Background: an optimization exercise with open tools, aiming at small area, a short achievable clock period and few clock cycles per item. Do not read the settings as production practice. The RTL was checked by simulation tests, not by an equivalence proof against the original design. No activity file was given, so power comes from the tool's default toggle rates.

==> flow/design.v <==
`timescale 1ns / 1ps
package skf_pkg;
    localparam int FRAC_BITS = 16;
    localparam int GAIN_BITS = 16;
    localparam int VAL_W     = 32;                  
    localparam int NOISE_W   = 31;                  
    localparam int DEN_W     = VAL_W + 2;           
    localparam int QUO_W     = GAIN_BITS + 1;       
    localparam int CNT_W     = $clog2(QUO_W + 1);
    localparam logic [VAL_W-1:0]     VAR_ONE  = VAL_W'(1) << FRAC_BITS;
    localparam logic [GAIN_BITS:0]   GAIN_ONE = (GAIN_BITS+1)'(1) << GAIN_BITS;
    localparam logic [GAIN_BITS-1:0] GAIN_MAX = '1;
    localparam logic [1:0] CFG_INIT_EST   = 2'd0;
    localparam logic [1:0] CFG_PROC_NOISE = 2'd1;
    localparam logic [1:0] CFG_MEAS_NOISE = 2'd2;
endpackage
`timescale 1ns / 1ps
module skf_add #(parameter int W = 48)
(
    input  logic [W-1:0] a,
    input  logic [W-1:0] b,
    input  logic         cin,
    output logic [W-1:0] s
);
    localparam int L = $clog2(W + 1);
    logic [W:0] g [0:2*L];
    logic [W:0] p [0:2*L];
    always_comb begin
        g[0][0] = cin;
        p[0][0] = 1'b0;
        for (int i = 0; i < W; i++) begin
            g[0][i+1] = a[i] & b[i];
            p[0][i+1] = a[i] ^ b[i];
        end
        for (int l = 0; l < L; l++) begin
            g[l+1] = g[l];
            p[l+1] = p[l];
            for (int i = 0; i <= W; i++) begin
                if ((i % (2 << l)) == ((2 << l) - 1) && i >= (1 << l)) begin
                    g[l+1][i] = g[l][i] | (p[l][i] & g[l][i - (1 << l)]);
                    p[l+1][i] = p[l][i] & p[l][i - (1 << l)];
                end
            end
        end
        for (int l = L - 2; l >= 0; l--) begin
            g[2*L-1-l] = g[2*L-2-l];
            p[2*L-1-l] = p[2*L-2-l];
            for (int i = 0; i <= W; i++) begin
                if ((i % (2 << l)) == ((1 << l) - 1) && i >= (2 << l)) begin
                    g[2*L-1-l][i] = g[2*L-2-l][i] | (p[2*L-2-l][i] & g[2*L-2-l][i - (1 << l)]);
                    p[2*L-1-l][i] = p[2*L-2-l][i] & p[2*L-2-l][i - (1 << l)];
                end
            end
        end
        for (int i = 0; i < W; i++)
            s[i] = p[0][i+1] ^ g[2*L-1][i];
    end
endmodule
`timescale 1ns / 1ps
import skf_pkg::*;
module scalar_kalman_filter_core
(
    input  logic               aclk,
    input  logic               aresetn,
    input  logic               cfg_we,
    input  logic [1:0]         cfg_index,
    input  logic [VAL_W-1:0]   cfg_data,
    input  logic               s_valid,
    output logic               s_ready,
    input  logic signed [VAL_W-1:0] s_measurement,
    output logic               m_valid,
    input  logic               m_ready,
    output logic signed [VAL_W-1:0] m_estimate
);
    localparam int RW = VAL_W + 3;             
    localparam int DW = VAL_W + 1;             
    localparam int ZW = VAL_W + 1;             
    localparam int AW = VAL_W + GAIN_BITS + 1;
    localparam int HI = GAIN_BITS + 1;         
    localparam int AW1 = AW - 1;
    logic                     idle_reg, setup_reg, run_reg;
    logic [3:0]               cnt_reg;
    logic                     q_reg;           
    logic                     zero_reg;        
    logic                     m_valid_reg;
    logic [NOISE_W-1:0]       pn_reg, mn_reg;
    logic [VAL_W-1:0]         p_reg;
    logic                     psat_reg;        
    logic [DW-1:0]            den_reg;
    logic signed [RW-1:0]     rem_reg;
    logic signed [ZW-1:0]     z_reg;           
    logic [AW-1:0]            accv_reg;
    logic signed [AW-1:0]     acce_reg;
    wire                      accept   = s_valid && idle_reg;
    wire                      setup_go = setup_reg && !m_valid_reg;
    wire                      last     = (cnt_reg == 4'd15);
    wire [VAL_W-1:0]          p_eff    = p_reg | {VAL_W{psat_reg}};
    wire signed [VAL_W-1:0]   est      = acce_reg[AW-1:HI];
    wire                      zero_now = (p_eff == '0) && (mn_reg == '0);
    assign s_ready = idle_reg;
    logic signed [RW-1:0] div_a, div_b, div_sum;
    logic                 div_sub;
    always_comb begin
        if (idle_reg) begin
            div_a   = RW'(accv_reg[AW-1:HI]);
            div_b   = RW'(pn_reg);
            div_sub = 1'b0;
        end else if (setup_reg) begin
            div_a   = RW'(p_eff);
            div_b   = RW'(mn_reg);
            div_sub = 1'b1;
        end else begin
            div_a   = rem_reg <<< 1;
            div_b   = RW'(den_reg);
            div_sub = !rem_reg[RW-1];
        end
    end
    skf_add #(RW) u_div_add (
        .a   (div_a),
        .b   (div_sub ? ~div_b : div_b),
        .cin (div_sub),
        .s   (div_sum)
    );
    logic [AW-1:0] av_a, av_b, av_sum;
    always_comb begin
        if (setup_reg) begin
            av_a = AW'(p_eff);
            av_b = AW'(mn_reg);
        end else begin
            av_a = accv_reg << 1;
            av_b = q_reg ? ~(AW'(p_reg) << 1) : '0;
        end
    end
    skf_add #(AW) u_var_add (
        .a   (av_a),
        .b   (av_b),
        .cin (!setup_reg && q_reg),
        .s   (av_sum)
    );
    logic signed [AW-1:0] ae_a, ae_b, ae_sum;
    always_comb begin
        if (setup_reg) begin
            ae_a = AW'(z_reg);
            ae_b = ~(AW'(est));
        end else begin
            ae_a = acce_reg <<< 1;
            ae_b = q_reg ? (AW'(z_reg) <<< 1) : '0;
        end
    end
    skf_add #(AW) u_est_add (
        .a   (ae_a),
        .b   (ae_b),
        .cin (setup_reg),
        .s   (ae_sum)
    );
    always_ff @(posedge aclk) begin
        if (!aresetn) begin
            idle_reg    <= 1'b1;
            setup_reg   <= 1'b0;
            run_reg     <= 1'b0;
            m_valid_reg <= 1'b0;
            pn_reg      <= NOISE_W'(655);
            mn_reg      <= NOISE_W'(65536);
            accv_reg[AW-1:HI] <= VAR_ONE;
            acce_reg[AW-1:HI] <= '0;
        end else begin
            if (m_valid_reg && m_ready)
                m_valid_reg <= 1'b0;
            if (cfg_we) begin
                case (cfg_index)
                    CFG_INIT_EST: begin
                        acce_reg[AW-1:HI] <= $signed(cfg_data);
                        accv_reg[AW-1:HI] <= VAR_ONE;
                    end
                    CFG_PROC_NOISE: pn_reg <= cfg_data[NOISE_W-1:0];
                    CFG_MEAS_NOISE: mn_reg <= cfg_data[NOISE_W-1:0];
                    default: ;
                endcase
            end
            if (accept) begin
                idle_reg  <= 1'b0;
                setup_reg <= 1'b1;
            end
            if (setup_go) begin
                setup_reg <= 1'b0;
                run_reg   <= 1'b1;
                accv_reg  <= {AW1'(p_eff), 1'b1};
                acce_reg  <= {AW1'(est), 1'b1};
            end
            if (run_reg) begin
                accv_reg <= av_sum;
                acce_reg <= ae_sum;
                if (last) begin
                    run_reg     <= 1'b0;
                    idle_reg    <= 1'b1;
                    m_valid_reg <= 1'b1;
                end
            end
        end
        if (idle_reg) begin
            p_reg    <= div_sum[VAL_W-1:0];
            psat_reg <= div_sum[VAL_W];
        end
        if (accept)
            z_reg <= ZW'(s_measurement);
        if (setup_go) begin
            p_reg    <= p_eff;
            psat_reg <= 1'b0;
            den_reg  <= av_sum[DW-1:0];
            z_reg    <= ae_sum[ZW-1:0];
            zero_reg <= zero_now;
        end
        rem_reg <= div_sum;
        q_reg   <= !div_sum[RW-1] && !(setup_reg ? zero_now : zero_reg);
        cnt_reg <= setup_reg ? 4'd0 : cnt_reg + 4'd1;
    end
    assign m_valid    = m_valid_reg;
    assign m_estimate = est;
endmodule
Settings: LEC_CHECK=0, CAP_MARGIN=20, CORE_MARGIN=2, CORE_UTILIZATION=40, CTS_CLUSTER_DIAMETER=80, CTS_CLUSTER_SIZE=20, SLEW_MARGIN=20; clock period 11.0 ns.
standard.sh (not shown) runs the stock make flow with config.mk's settings and CLKGATE_MAP_FILE= SYNTH_SCRIPT=/design/flow/synth_recipe.tcl, a recipe that flattens the netlist after the stock synthesis.
==> flow/flow/run.sh <==
#!/bin/bash
set -euo pipefail
bash standard.sh \
    SETUP_SLACK_MARGIN=6.5 \
    "BUFFER_PORTS_ARGS=-buffer_cell sky130_fd_sc_hd__buf_1" \
    finish > standard_flow.log 2>&1
The starting point passed the timing, DRC and antenna checks.
Testbench counts at the start, summed over its fixed seeds: cycles 36,958, items 2,048.
Change:
==> flow/flow/run.sh (replaced) <==
#!/bin/bash
set -euo pipefail
bash standard.sh \
    SETUP_SLACK_MARGIN=6.75 \
    "BUFFER_PORTS_ARGS=-buffer_cell sky130_fd_sc_hd__buf_1" \
    finish > standard_flow.log 2>&1
Settings changed: ABC_AREA set to 1.
After rerunning:
- The new run produced a clean layout
- count of clock-buffer cells in the layout is lower by 3
- cell area hardly moves
- core utilization climbs by 0.90 points
- worst setup slack is better by 220 ps
- fmax is higher by a few percent
- global-route usage increases by 1.2 points
Change:
==> flow/flow/run.sh (replaced) <==
#!/bin/bash
set -euo pipefail
bash standard.sh SETUP_SLACK_MARGIN=7 finish > standard_flow.log 2>&1
Settings changed: ABC_AREA 1 to unset, CTS_CLUSTER_DIAMETER 80 to unset, CTS_CLUSTER_SIZE 20 to unset.
Result: Sequential share of layout area came out lower by 4.3 points; combinational power went up by about 7%; core utilization went up by 5.7 points; non-clock buffer count went up by 73.

-- static timing again, ports no longer ideal --
The flow's constraints put no driver on any port. The routed layouts listed below were extracted and timed again, unchanged, in two steps.
Step 1 assumes that a clkbuf_16 drives the clock port and a buf_2 every other input.
Step 2, shift: input delay + t, output delay - t, t = (earliest + latest rising clock arrival at the registers) / 2. This alone moves slack from input paths to output paths.
Three values: ideal ports, drivers, drivers and shift; two values: the first two.
run | t, ns | setup slack, ns | worst setup path at the end | latest minus earliest clock arrival (ns) | worst register clock-pin slew, ns
the first run | 0.597 | 6.641 / 6.641 / 6.641 | register to register | 0.034 / 0.033 | 0.09 / 0.09
the second run | 0.627 | 6.861 / 6.861 / 6.306 | input to register | 0.023 / 0.024 | 0.09 / 0.09
the third run | 0.608 | 6.933 / 6.933 / 6.507 | input to register | 0.021 / 0.022 | 0.07 / 0.07
After both steps every run listed still meets setup and hold. For the second run, which loses most, drivers alone change the setup slack by 0.000 ns; drivers and shift together by -0.555 ns.
